This is an optimization exercise on Yosys and OpenROAD, whose aim is small area and few clock cycles, not a production implementation.
Where RTL was checked, it was by simulation tests only, not by an equivalence proof against the original.
No driver is modelled on the clock port, so clocking that relies on it looks cheaper here than on a real chip.
Power and IR drop assume default switching activity.

// image_capture_top
module image_capture_top (
  input  logic         clk,
  input  logic         mem_reset,
  input  logic         trigger,
  input  logic [15:0]  height,       
  input  logic [28:0]  start_addr,   
  input  logic [25:0]  s_beat,       
  input  logic         s_valid,
  output logic         s_ready,
  output logic         frame_done,
  output logic         skipped,
  output logic         mem_wr_req,
  output logic [156:0] mem_wr_cmd,   
  input  logic         mem_wr_ack,
  output logic         frame_written
);
Settings: LEC_CHECK=0, ABC_AREA=1, CAP_MARGIN=20, CORE_MARGIN=2, CORE_UTILIZATION=40, SLEW_MARGIN=20; clock period 4.5 ns.
standard.sh (not shown) runs the stock make flow with config.mk's settings and CLKGATE_MAP_FILE= SYNTH_SCRIPT=/design/flow/synth_recipe.tcl, a recipe that flattens the netlist after the stock synthesis.
==> flow/flow/run.sh <==
#!/bin/bash
# Standard ORFS layout, with the smallest buffer on each port and a clock tree of small buffers.
set -euo pipefail
export BUFFER_PORTS_ARGS="-buffer_cell sky130_fd_sc_hd__buf_1"
export CTS_ARGS="-sink_clustering_enable -repair_clock_nets -buf_list {sky130_fd_sc_hd__clkbuf_4 sky130_fd_sc_hd__clkbuf_8} -dont_use_dummy_load"
bash standard.sh > flow_standard.log 2>&1
Testbench counts at the start, summed over its fixed seeds: cycles 15,331.
Rerun with:
==> flow/flow/run.sh (replaced) <==
#!/bin/bash
# Standard ORFS layout, with the smallest buffer on each port and a clock tree of small buffers.
set -euo pipefail
export BUFFER_PORTS_ARGS="-buffer_cell sky130_fd_sc_hd__buf_1"
export CTS_ARGS="-sink_clustering_enable -repair_clock_nets -buf_list {sky130_fd_sc_hd__clkbuf_4 sky130_fd_sc_hd__clkbuf_8} -dont_use_dummy_load -root_buf sky130_fd_sc_hd__clkbuf_8 -sink_clustering_buffer sky130_fd_sc_hd__clkbuf_4"
bash standard.sh > flow_standard.log 2>&1
--- a/flow/config.mk
+++ b/flow/config.mk
@@ -7,3 +7,2 @@
 export LEC_CHECK = 0
-export ABC_AREA = 1
 export CAP_MARGIN = 20
The changed run ran to the end with no violations.
Non-clock buffer count goes up by 1.
Power came out lower by 23%.
Cell count falls by 15%.
Fmax fell by 5.7%.
Count of clock-buffer cells in the layout stays the same.
Rerun with:
==> flow/flow/run.sh (replaced) <==
#!/bin/bash
# Standard ORFS layout, with the smallest buffer on each port and a clock tree of small buffers.
set -euo pipefail
export BUFFER_PORTS_ARGS="-buffer_cell sky130_fd_sc_hd__buf_1"
export CTS_ARGS="-sink_clustering_enable -repair_clock_nets -buf_list {sky130_fd_sc_hd__clkbuf_4} -dont_use_dummy_load -sink_clustering_size 10 -sink_clustering_max_diameter 40"
bash standard.sh > flow_standard.log 2>&1
--- a/flow/config.mk
+++ b/flow/config.mk
@@ -9,3 +9,3 @@
 export CORE_MARGIN = 2
-export CORE_UTILIZATION = 40
+export CORE_UTILIZATION = 50
 export SLEW_MARGIN = 20
Outcome: Design area drops by 1.8%; die area drops by 19%; sequential share of layout area climbs by 1.0 points.

image_capture_top, a different RTL version from the one above (not shown whole).
Size in the first run: ~430 cells after synthesis, roughly 150 flip-flops, roughly 240 I/O pins.
export LEC_CHECK = 0
export CAP_MARGIN = 20
export CORE_MARGIN = 2
export CORE_UTILIZATION = 50
export SLEW_MARGIN = 20
create_clock -name core_clock -period 4.5 [get_ports {clk}]
==> flow/flow/run.sh <==
#!/bin/bash
# Standard ORFS layout, with the smallest buffer on each port, a clock tree of small buffers
# and one tie cell for the constant outputs.
set -euo pipefail
export BUFFER_PORTS_ARGS="-buffer_cell sky130_fd_sc_hd__buf_1"
export CTS_ARGS="-repair_clock_nets -buf_list sky130_fd_sc_hd__clkbuf_4 -dont_use_dummy_load"
export SKIP_REPAIR_TIE_FANOUT=1
bash standard.sh > flow_standard.log 2>&1
The first run ran to the end with no violations.
Next try:
==> flow/flow/run.sh (replaced) <==
#!/bin/bash
# Standard ORFS layout, with the smallest buffer on each port and a clock tree of small buffers.
set -euo pipefail
export BUFFER_PORTS_ARGS="-buffer_cell sky130_fd_sc_hd__buf_1"
export CTS_ARGS="-sink_clustering_enable -repair_clock_nets -buf_list sky130_fd_sc_hd__clkbuf_4 -dont_use_dummy_load -sink_clustering_size 10 -sink_clustering_max_diameter 40"

bash standard.sh > flow_standard.log 2>&1
The new run completed with no timing, DRC or antenna violations.
Cell count rises by 4.2%.
Critical path depth does not change.
Area after synthesis does not change.
Clock skew falls by 0.010 ns.
Non-clock buffer count went up by 1.
Worst setup slack improved by 0.035 ns.
Die area is unchanged.
Utilization increases by 0.94 points.
Sequential share of layout area shrinks by 1.0 points.
Via count rises by 1.0%.
Next try:
--- a/flow/flow/run.sh
+++ b/flow/flow/run.sh
@@ -4,4 +4,4 @@
 export BUFFER_PORTS_ARGS="-buffer_cell sky130_fd_sc_hd__buf_1"
 export CTS_ARGS="-sink_clustering_enable -repair_clock_nets -buf_list sky130_fd_sc_hd__clkbuf_4 -dont_use_dummy_load -sink_clustering_size 10 -sink_clustering_max_diameter 40"
-
+export SKIP_REPAIR_TIE_FANOUT=1
 bash standard.sh > flow_standard.log 2>&1
Global-route usage went up by 0.19 points.
Routed wire length went down by 0.98%.
Design area went down by 1.6%.
Flip-flop and latch count stays the same.
Cell count went down by 4.0%.
Worst setup slack loses 0.035 ns.
Total power barely changes.
No functional check of the RTL was part of any run of this note.

Another version of the RTL of image_capture_top (not shown whole).
Size: ~150 flip-flops, about 240 I/O pins, about 0.0060 mm² of cells after synthesis.
// image_capture_top
module image_capture_top (
  input  logic         clk,
  input  logic         mem_reset,
  input  logic         trigger,
  input  logic [15:0]  height,       
  input  logic [28:0]  start_addr,   
  input  logic [25:0]  s_beat,       
  input  logic         s_valid,
  output logic         s_ready,
  output logic         frame_done,
  output logic         skipped,
  output logic         mem_wr_req,
  output logic [156:0] mem_wr_cmd,   
  input  logic         mem_wr_ack,
  output logic         frame_written
);
clock: 4.5 ns
lec_check: 0
cap_margin: 20
core_margin: 2
core_utilization: 50
slew_margin: 20
==> flow/flow/run.sh <==
#!/bin/bash
# Standard ORFS layout, with the smallest buffer on each port, a clock tree of small buffers
# (upsized after CTS where their slew is high) and one tie cell for the constant outputs.
set -euo pipefail
export BUFFER_PORTS_ARGS="-buffer_cell sky130_fd_sc_hd__buf_1"
export CTS_ARGS="-repair_clock_nets -buf_list sky130_fd_sc_hd__clkbuf_4 -dont_use_dummy_load"
export SKIP_REPAIR_TIE_FANOUT=1
export REMOVE_ABC_BUFFERS=1
export POST_CTS_TCL="$(pwd)/flow/post_cts.tcl"
bash standard.sh > flow_standard.log 2>&1
==> flow/flow/post_cts.tcl <==
estimate_parasitics -placement
set upsized 0
foreach inst [get_cells *] {
  set ref [get_property $inst ref_name]
  if {$ref != "sky130_fd_sc_hd__clkbuf_4"} { continue }
  set name [get_property $inst full_name]
  set net [get_nets -of_objects [get_pins $name/X]]
  set mx 0
  foreach p [get_pins -of_objects $net -filter "direction==input"] {
    set s [get_property $p slew_max]
    if {$s > $mx} { set mx $s }
  }
  if {$mx > 0.200} {
    replace_cell $inst sky130_fd_sc_hd__clkbuf_16
    incr upsized
  } elseif {$mx > 0.095} {
    replace_cell $inst sky130_fd_sc_hd__clkbuf_8
    incr upsized
  }
}
puts "post_cts: upsized $upsized clock buffers"
detailed_placement
check_placement -verbose
estimate_parasitics -placement
The baseline finished with timing, DRC and antenna clean.
Testbench counts at the start, summed over its fixed seeds: cycles 15,331.
==> next run, changes <==
==> flow/flow/run.sh (replaced) <==
#!/bin/bash
# Standard ORFS layout, with the smallest buffer on each port, a clock tree of clkbuf_8 buffers
# and one tie cell for the constant outputs.
set -euo pipefail
export BUFFER_PORTS_ARGS="-buffer_cell sky130_fd_sc_hd__buf_1"
export CTS_ARGS="-repair_clock_nets -buf_list sky130_fd_sc_hd__clkbuf_8 -dont_use_dummy_load"
export SKIP_REPAIR_TIE_FANOUT=1
bash standard.sh > flow_standard.log 2>&1
removed: flow/flow/post_cts.tcl
Combinational power decreases slightly.
Clock power rose by roughly a tenth.
Total power went up by a few percent.
Setup slack gets better by 0.13 ns.
Non-clock buffer count fell by 1.
Cell area is higher slightly.
Maximum frequency grows by a few percent.
Utilization is higher by 0.34 points.

The RTL this note starts from:
==> flow/design.v <==
`timescale 1ns/1ps
module image_capture_top (
  input  logic         clk,
  input  logic         mem_reset,
  input  logic         trigger,
  input  logic [15:0]  height,       
  input  logic [28:0]  start_addr,   
  input  logic [25:0]  s_beat,       
  input  logic         s_valid,
  output logic         s_ready,
  output logic         frame_done,
  output logic         skipped,
  output logic         mem_wr_req,
  output logic [156:0] mem_wr_cmd,   
  input  logic         mem_wr_ack,
  output logic         frame_written
);
  localparam logic [1:0] ST_IDLE  = 2'd0;   
  localparam logic [1:0] ST_WAIT  = 2'd1;   
  localparam logic [1:0] ST_STORE = 2'd2;   
  logic [1:0]  state;
  logic [15:0] line_cnt;    
  logic [1:0]  slot;        
  logic        last_word;   
  logic [95:0] pix;         
  logic [28:0] wr_addr;     
  logic sof, eol;
  logic fwd;                
  logic word_free;          
  logic fire;               
  logic ack;                
  logic [15:0] line_nxt;
  logic line_last;
  assign sof = s_beat[1];
  assign eol = s_beat[0];
  assign ack       = mem_wr_req && mem_wr_ack;
  assign word_free = !mem_wr_req || mem_wr_ack;
  assign fwd       = (state == ST_STORE) || ((state == ST_WAIT) && sof);
  assign s_ready   = fwd ? word_free : 1'b1;
  assign fire      = s_valid && fwd && word_free;
  assign line_nxt  = line_cnt + 1'b1;
  assign line_last = (line_nxt == height);
  always_ff @(posedge clk or posedge mem_reset) begin
    if (mem_reset) begin
      state         <= ST_IDLE;
      slot          <= 2'd0;
      last_word     <= 1'b0;
      mem_wr_req    <= 1'b0;
      frame_done    <= 1'b0;
      frame_written <= 1'b0;
      skipped       <= 1'b0;
    end else begin
      frame_done    <= 1'b0;
      skipped       <= 1'b0;
      frame_written <= ack && last_word;
      if (ack) begin
        mem_wr_req <= 1'b0;
        last_word  <= 1'b0;
      end
      if (fire) begin
        slot <= slot + 1'b1;
        if (slot == 2'd3) mem_wr_req <= 1'b1;
      end
      case (state)
        ST_IDLE: begin
          if (trigger) state <= ST_WAIT;
          if (s_valid && sof) skipped <= 1'b1;
        end
        default: begin
          if (fire) begin
            state <= ST_STORE;
            if (eol && line_last) begin
              state      <= ST_IDLE;
              frame_done <= 1'b1;
              last_word  <= 1'b1;
            end
          end
        end
      endcase
    end
  end
  always_ff @(posedge clk) begin
    if (state == ST_IDLE) begin
      line_cnt <= 16'd0;
    end else if (fire && eol) begin
      line_cnt <= line_nxt;
    end
    if (fire) begin
      pix <= {pix[71:0], s_beat[25:2]};
    end
    if (fire && (state == ST_WAIT)) begin
      wr_addr <= start_addr;
    end else if (ack) begin
      wr_addr <= wr_addr + 29'd8;
    end
  end
  assign mem_wr_cmd = {wr_addr,
                       pix[95:72], 8'hff, pix[71:48], 8'hff,
                       pix[47:24], 8'hff, pix[23:0],  8'hff};
endmodule
make LEC_CHECK=0 CAP_MARGIN=20 CORE_MARGIN=2 CORE_UTILIZATION=40 SLEW_MARGIN=20 finish   # period 4.5 ns
run.sh (not shown) runs the stock make flow with config.mk's settings and CLKGATE_MAP_FILE= SYNTH_SCRIPT=/design/flow/synth_recipe.tcl, a recipe that flattens the netlist after the stock synthesis.
Stock flow here: none of the scripts above is used.
Testbench counts at the start, summed over its fixed seeds: cycles 15,331.
==> next run, changes <==
==> flow/flow/run.sh (new file) <==
#!/bin/bash
# Standard ORFS layout, with the smallest buffer on each port and a clock tree of small buffers.
set -euo pipefail
export BUFFER_PORTS_ARGS="-buffer_cell sky130_fd_sc_hd__buf_1"
export CTS_ARGS="-sink_clustering_enable -repair_clock_nets -buf_list {sky130_fd_sc_hd__clkbuf_4 sky130_fd_sc_hd__clkbuf_8} -dont_use_dummy_load -sink_clustering_size 30 -sink_clustering_max_diameter 100"
bash standard.sh > flow_standard.log 2>&1
==> flow/standard.sh (new file) <==
#!/bin/bash
# synth_recipe.tcl (not shown) runs the flow's synth.tcl, then flattens the netlist and writes it again
# the make line also repeats each setting of config.mk as NAME=value (left out here)
make -C /OpenROAD-flow-scripts/flow DESIGN_CONFIG=/design/flow/config.mk WORK_HOME=/design/flow/orfs CLKGATE_MAP_FILE= SYNTH_SCRIPT=/design/flow/synth_recipe.tcl "${@:-finish}"
removed: flow/run.sh
=>
- The changed run passed the timing, design-rule and antenna checks
- count of clock-buffer cells in the layout drops by 1
- wire length goes down by about 9%
- cell area fell by 18%
- global-route usage shrinks by 1.6 points
- final cell count came out lower by about 1.7%
- setup slack gains 690 ps

[separate check: timing with driven ports]
In the flow no input, the clock included, has a driving cell. The finished layouts below were timed again as built, in two steps. Step 1: set_driving_cell puts a clkbuf_16 on clk and a buf_2 on each other input, an assumption about the parent block. Step 2 adds t to the input delays and takes it off the output delays; t is the mean of the earliest and latest rising clock arrival at the registers after step 1. Input paths then give back, and output paths get back, about the clock's delay inside the block. Slacks: no drivers / after step 1 / after step 2; pairs: no drivers / after step 1.
run | t, ns | setup WS [ns] | cell pins on the clock port's net
the first run of note 1 | 0.466 | 2.054 / 2.044 / 1.599 | 1
the second run of note 1 | 0.457 | 1.906 / 1.886 / 1.482 | 1
the third run of note 1 | 0.540 | 1.902 / 1.882 / 1.342 | 1
the first run of note 2 | 0.538 | 2.114 / 2.061 / 1.807 | 1
the second run of note 2 | 0.536 | 2.149 / 2.139 / 1.690 | 1
the third run of note 2 | 0.538 | 2.114 / 2.061 / 1.807 | 1
the first run of note 3 | 0.389 | 1.933 / 1.950 / 1.561 | 1
the second run of note 3 | 0.465 | 2.068 / 2.079 / 1.615 | 1
the first run of note 4 | 0.447 | 1.212 / 1.187 / 0.922 | 1
the second run of note 4 | 0.457 | 1.906 / 1.886 / 1.482 | 1
After both steps every run listed still meets setup and hold. The setup slack of the third run of note 1, which loses most, moves by -0.020 ns with the drivers and by -0.560 ns with both steps.
